This is an optimization exercise on Yosys and OpenROAD, whose aim is small area, a short achievable clock period and few clock cycles per item, not a production implementation. The RTL was checked by simulation tests, not by an equivalence proof against the original design.

## north
==> flow/design.v <==
package kom_pkg;
	localparam int CAPACITY = 16;
	localparam int SLOT_W   = $clog2(CAPACITY);
	localparam int CNT_W    = $clog2(CAPACITY + 1);
	localparam int KEY_W    = 16;
	localparam int STAT_W   = 3;
	localparam logic [1:0] MODE_INSERT = 2'd0;
	localparam logic [1:0] MODE_REMOVE = 2'd1;
	localparam logic [1:0] MODE_LEADER = 2'd2;
	localparam logic [1:0] MODE_LOOKUP = 2'd3;
	localparam logic [STAT_W-1:0] STAT_OK     = 3'd0;
	localparam logic [STAT_W-1:0] STAT_DUP    = 3'd1;
	localparam logic [STAT_W-1:0] STAT_ABSENT = 3'd2;
	localparam logic [STAT_W-1:0] STAT_EMPTY  = 3'd3;
	localparam logic [STAT_W-1:0] STAT_FULL   = 3'd4;
endpackage
module kom_ctrl (
	input  logic                      clk,
	input  logic                      arst_n,
	input  logic                      in_valid,
	output logic                      in_ready,
	input  logic [1:0]                mode,
	input  logic [kom_pkg::KEY_W-1:0] member_id,
	input  logic                      exec,
	output logic                      b_valid,
	output logic [1:0]                b_mode,
	output logic [kom_pkg::KEY_W-1:0] b_key
);
	localparam int KEY_W = kom_pkg::KEY_W;
	logic             b_v_q;
	logic [1:0]       b_mode_q;
	logic [KEY_W-1:0] b_key_q;
	logic             s_v_q;
	logic [1:0]       s_mode_q;
	logic [KEY_W-1:0] s_key_q;
	logic acc;
	logic b_take;
	assign in_ready = !s_v_q;
	assign acc      = in_valid && !s_v_q;
	assign b_take   = !b_v_q || exec;
	always_ff @(posedge clk or negedge arst_n) begin
		if (!arst_n) begin
			b_v_q <= 1'b0;
			s_v_q <= 1'b0;
		end else begin
			if (b_take) begin
				b_v_q <= s_v_q || acc;
				s_v_q <= 1'b0;
			end else if (acc) begin
				s_v_q <= 1'b1;
			end
		end
	end
	always_ff @(posedge clk) begin
		if (b_take) begin
			if (s_v_q) begin
				b_mode_q <= s_mode_q;
				b_key_q  <= s_key_q;
			end else begin
				b_mode_q <= mode;
				b_key_q  <= member_id;
			end
		end
		if (!s_v_q) begin
			s_mode_q <= mode;
			s_key_q  <= member_id;
		end
	end
	assign b_valid = b_v_q;
	assign b_mode  = b_mode_q;
	assign b_key   = b_key_q;
endmodule
module kom_dp (
	input  logic                       clk,
	input  logic                       arst_n,
	input  logic                       b_valid,
	input  logic [1:0]                 b_mode,
	input  logic [kom_pkg::KEY_W-1:0]  b_key,
	output logic                       exec,
	output logic                       out_valid,
	input  logic                       out_ready,
	output logic [kom_pkg::STAT_W-1:0] status,
	output logic                       leader_valid,
	output logic [kom_pkg::KEY_W-1:0]  leader_id,
	output logic [kom_pkg::CNT_W-1:0]  group_size
);
	localparam int CAPACITY = kom_pkg::CAPACITY;
	localparam int CNT_W = kom_pkg::CNT_W;
	localparam int KEY_W = kom_pkg::KEY_W;
	localparam int STAT_W = kom_pkg::STAT_W;
	logic [KEY_W-1:0]    key_q [CAPACITY];
	logic [CAPACITY-1:0] v_q;
	logic                lv_q;
	logic [CNT_W-1:0]    cnt_q;
	logic [STAT_W-1:0]   status_q;
	logic                out_valid_q;
	logic [CAPACITY-1:0] eq;
	logic [CAPACITY-1:0] hit;
	logic [CAPACITY-1:0] at_or_above;
	logic [CAPACITY-1:0] shift;
	logic [CAPACITY-1:0] load;
	logic                found;
	logic                is_ins, is_rem, is_ldr;
	logic                grow, shrink;
	logic [STAT_W-1:0]   dec_status;
	assign exec = b_valid && (!out_valid_q || out_ready);
	always_comb begin
		for (int i = 0; i < CAPACITY; i++) begin
			v_q[i] = (cnt_q > CNT_W'(i));
		end
	end
	always_comb begin
		for (int i = 0; i < CAPACITY; i++) begin
			eq[i]  = (key_q[i] == b_key);
			hit[i] = v_q[i] && eq[i];
		end
		at_or_above[0] = eq[0];
		for (int i = 1; i < CAPACITY; i++) begin
			at_or_above[i] = at_or_above[i-1] || eq[i];
		end
	end
	assign found  = |hit;
	assign is_ins = (b_mode == kom_pkg::MODE_INSERT);
	assign is_rem = (b_mode == kom_pkg::MODE_REMOVE);
	assign is_ldr = (b_mode == kom_pkg::MODE_LEADER);
	assign grow   = is_ins && !found && !v_q[CAPACITY-1];
	assign shrink = (is_rem && found) || (is_ldr && v_q[0]);
	logic [CAPACITY-1:0] shift_pre;
	logic [CAPACITY-1:0] load_pre;
	logic [CAPACITY-1:0] sel_hold;
	always_comb begin
		for (int i = 0; i < CAPACITY; i++) begin
			shift_pre[i] = (is_rem && at_or_above[i]) || is_ldr;
			load_pre[i]  = is_ins && !found && !v_q[i] && ((i == 0) || v_q[(i == 0) ? 0 : i-1]);
		end
	end
	kom_gate u_gate (
		.exec      (exec),
		.shift_pre (shift_pre),
		.load_pre  (load_pre),
		.sel_hold  (sel_hold),
		.sel_shift (shift),
		.sel_load  (load)
	);
	logic [CNT_W-1:0] cnt_up, cnt_dn, cnt_d;
	logic             do_grow, do_shrink;
	assign cnt_up    = cnt_q + 1'b1;
	assign cnt_dn    = cnt_q - 1'b1;
	assign do_grow   = exec && grow;
	assign do_shrink = exec && shrink;
	assign cnt_d     = ({CNT_W{do_grow}} & cnt_up) | ({CNT_W{do_shrink}} & cnt_dn) |
	                   ({CNT_W{!do_grow && !do_shrink}} & cnt_q);
	always_comb begin
		dec_status = kom_pkg::STAT_OK;
		case (b_mode)
			kom_pkg::MODE_INSERT: begin
				if (found) dec_status = kom_pkg::STAT_DUP;
				else if (v_q[CAPACITY-1]) dec_status = kom_pkg::STAT_FULL;
			end
			kom_pkg::MODE_REMOVE: if (!found) dec_status = kom_pkg::STAT_ABSENT;
			kom_pkg::MODE_LEADER: if (!v_q[0]) dec_status = kom_pkg::STAT_EMPTY;
			default:              if (!found) dec_status = kom_pkg::STAT_ABSENT;
		endcase
	end
	logic [KEY_W-1:0] up [CAPACITY];
	always_comb begin
		for (int i = 0; i < CAPACITY; i++) begin
			if (i == 0) begin
				up[i] = key_q[1] & {KEY_W{v_q[1]}};
			end else if (i < CAPACITY - 1) begin
				up[i] = key_q[(i < CAPACITY - 1) ? i+1 : i];
			end else begin
				up[i] = '0;
			end
		end
	end
	for (genvar i = 0; i < CAPACITY; i++) begin : g_slot
		kom_slot #(.RESET(i == 0)) u_slot (
			.clk       (clk),
			.arst_n    (arst_n),
			.sel_hold  (sel_hold[i]),
			.sel_shift (shift[i]),
			.sel_load  (load[i]),
			.up        (up[i]),
			.key       (b_key),
			.q         (key_q[i])
		);
	end
	always_ff @(posedge clk or negedge arst_n) begin
		if (!arst_n) begin
			lv_q        <= 1'b0;
			cnt_q       <= '0;
			out_valid_q <= 1'b0;
		end else begin
			lv_q <= do_grow || (lv_q && !(do_shrink && cnt_q == CNT_W'(1)));
			cnt_q <= cnt_d;
			if (exec) begin
				out_valid_q <= 1'b1;
			end else if (out_ready) begin
				out_valid_q <= 1'b0;
			end
		end
	end
	always_ff @(posedge clk) begin
		if (exec) begin
			status_q <= dec_status;
		end
	end
	assign out_valid    = out_valid_q;
	assign status       = status_q;
	assign leader_valid = lv_q;
	assign leader_id    = key_q[0];
	assign group_size   = cnt_q;
endmodule
module kom_gate (
	input  logic                          exec,
	input  logic [kom_pkg::CAPACITY-1:0]  shift_pre,
	input  logic [kom_pkg::CAPACITY-1:0]  load_pre,
	output logic [kom_pkg::CAPACITY-1:0]  sel_hold,
	output logic [kom_pkg::CAPACITY-1:0]  sel_shift,
	output logic [kom_pkg::CAPACITY-1:0]  sel_load
);
	assign sel_shift = {kom_pkg::CAPACITY{exec}} & shift_pre;
	assign sel_load  = {kom_pkg::CAPACITY{exec}} & load_pre;
	assign sel_hold  = ~({kom_pkg::CAPACITY{exec}} & (shift_pre | load_pre));
endmodule
module kom_slot #(
	parameter bit RESET = 1'b0
) (
	input  logic                      clk,
	input  logic                      arst_n,
	input  logic                      sel_hold,
	input  logic                      sel_shift,
	input  logic                      sel_load,
	input  logic [kom_pkg::KEY_W-1:0] up,
	input  logic [kom_pkg::KEY_W-1:0] key,
	output logic [kom_pkg::KEY_W-1:0] q
);
	localparam int KEY_W = kom_pkg::KEY_W;
	logic [KEY_W-1:0] key_q;
	logic [KEY_W-1:0] key_d;
	assign key_d = ({KEY_W{sel_hold}} & key_q) | ({KEY_W{sel_shift}} & up) |
	               ({KEY_W{sel_load}} & key);
	if (RESET) begin : g_rst
		always_ff @(posedge clk or negedge arst_n) begin
			if (!arst_n) begin
				key_q <= '0;
			end else begin
				key_q <= key_d;
			end
		end
	end else begin : g_nrst
		always_ff @(posedge clk) begin
			key_q <= key_d;
		end
	end
	assign q = key_q;
endmodule
module keyed_ordered_member_list_top (
	input  logic                       clk,
	input  logic                       arst_n,
	input  logic                       in_valid,
	output logic                       in_ready,
	input  logic [1:0]                 mode,
	input  logic [kom_pkg::KEY_W-1:0]  member_id,
	output logic                       out_valid,
	input  logic                       out_ready,
	output logic [kom_pkg::STAT_W-1:0] status,
	output logic                       leader_valid,
	output logic [kom_pkg::KEY_W-1:0]  leader_id,
	output logic [kom_pkg::CNT_W-1:0]  group_size
);
	logic                      exec;
	logic                      b_valid;
	logic [1:0]                b_mode;
	logic [kom_pkg::KEY_W-1:0] b_key;
	kom_ctrl u_ctrl (
		.clk       (clk),
		.arst_n    (arst_n),
		.in_valid  (in_valid),
		.in_ready  (in_ready),
		.mode      (mode),
		.member_id (member_id),
		.exec      (exec),
		.b_valid   (b_valid),
		.b_mode    (b_mode),
		.b_key     (b_key)
	);
	kom_dp u_dp (
		.clk          (clk),
		.arst_n       (arst_n),
		.b_valid      (b_valid),
		.b_mode       (b_mode),
		.b_key        (b_key),
		.exec         (exec),
		.out_valid    (out_valid),
		.out_ready    (out_ready),
		.status       (status),
		.leader_valid (leader_valid),
		.leader_id    (leader_id),
		.group_size   (group_size)
	);
endmodule
==> flow/config.mk <==
export PLATFORM = sky130hd
export DESIGN_NAME = keyed_ordered_member_list_top
export DESIGN_NICKNAME = keyed_ordered_member_list_top
export VERILOG_FILES = /design/flow/design.v
export SDC_FILE = /design/flow/constraint.sdc
export NUM_CORES = 4
export LEC_CHECK = 0
export CAP_MARGIN = 20
export CORE_MARGIN = 2
export CORE_UTILIZATION = 40
export CTS_CLUSTER_DIAMETER = 120
export CTS_CLUSTER_SIZE = 24
export GPL_ROUTABILITY_DRIVEN = 0
export SLEW_MARGIN = 20
export SYNTH_HIERARCHICAL = 1
==> flow/constraint.sdc <==
create_clock -name core_clock -period 10.0 [get_ports {clk}]
set_input_delay 2.0000 -clock core_clock [delete_from_list [all_inputs] [get_ports {clk}]]
set_output_delay 2.0000 -clock core_clock [all_outputs]
set_load 0.01 [all_outputs]
standard.sh (not shown) runs the stock make flow with config.mk's settings and CLKGATE_MAP_FILE= SYNTH_SCRIPT=/design/flow/synth_recipe.tcl, a recipe that flattens the netlist after the stock synthesis.
==> flow/flow/run.sh <==
#!/bin/bash
# The standard layout, with two changes to how it is optimised:
# - the setup repair aims 7 ns below the clock period, at the worst path only
#   (TNS_END_PERCENT 0), so it keeps sizing the path that sets the period;
# - the port buffers are buf_2 rather than the delay-cell buffers that
#   buffer_ports picks on its own.
set -euo pipefail
bash standard.sh SETUP_SLACK_MARGIN=7 TNS_END_PERCENT=0 \
	'BUFFER_PORTS_ARGS=-buffer_cell sky130_fd_sc_hd__buf_2' finish > standard_flow.log 2>&1
north: done, clean on timing, DRC and antenna
Testbench counts of north, summed over its fixed seeds: cycles 24,016, items 24,000.
The inputs of south differ from those of north as listed below.
- GPL_ROUTABILITY_DRIVEN: 0 -> unset
==> flow/flow/run.sh <==
#!/bin/bash
# The standard layout, with two changes to how it is optimised:
# - the setup repair aims 7 ns below the clock period, at the worst path only
#   (TNS_END_PERCENT 0), so it keeps sizing the path that sets the period;
# - the port buffers are buf_4 rather than the delay-cell buffers that
#   buffer_ports picks on its own.
set -euo pipefail
bash standard.sh SETUP_SLACK_MARGIN=7 TNS_END_PERCENT=0 \
	'BUFFER_PORTS_ARGS=-buffer_cell sky130_fd_sc_hd__buf_4' finish > standard_flow.log 2>&1
[summary]
Number of cells in the finished layout apart from fillers went up slightly going from north to south. north vs south, capture point of the worst path: u_dp.g_slot[4].u_slot.key_q[14] vs u_dp.g_slot[0].u_slot.key_q[13]. Final period demand of the worst path: south higher than north. south vs north on number of cells on the critical path: south is the higher one. Delta (south minus north): final worst slack decreased 0.028 ns, number of clock buffers in the layout higher, area of the multi-input gates grew by 1.3%.

-- re-timing with driven ports --
Ports are ideal in the flow. The routed layouts listed here were re-timed in OpenROAD. Step 1 (the two cells are an assumption about what drives the block):
set clk [get_ports {clk}]
set_driving_cell -lib_cell sky130_fd_sc_hd__clkbuf_16 $clk
set_driving_cell -lib_cell sky130_fd_sc_hd__buf_2 [delete_from_list [all_inputs] $clk]
Step 2 moves the port delays by t, midway between the first and last clock arrival at a register: inputs arrive t later, outputs are due t later. That takes back most of the time a late clock gives input paths. Slacks: ideal / step 1 / step 2; pairs: ideal / step 1.
| run | t, ns | setup slack, ns | hold WS [ns] | slew at the worst register clock pin (ns) | cell pins on the clock port's net |
|---|---|---|---|---|---|
| north | 0.571 | 6.515 / 6.515 / 6.087 | 0.474 / 0.474 / 0.474 | 0.10 / 0.10 | 1 |
| south | 0.569 | 6.486 / 6.486 / 6.108 | 0.473 / 0.473 / 0.473 | 0.10 / 0.10 | 1 |
After both steps every run listed still meets setup and hold. For north, which loses most, drivers alone change the setup slack by 0.000 ns; drivers and shift together by -0.428 ns.
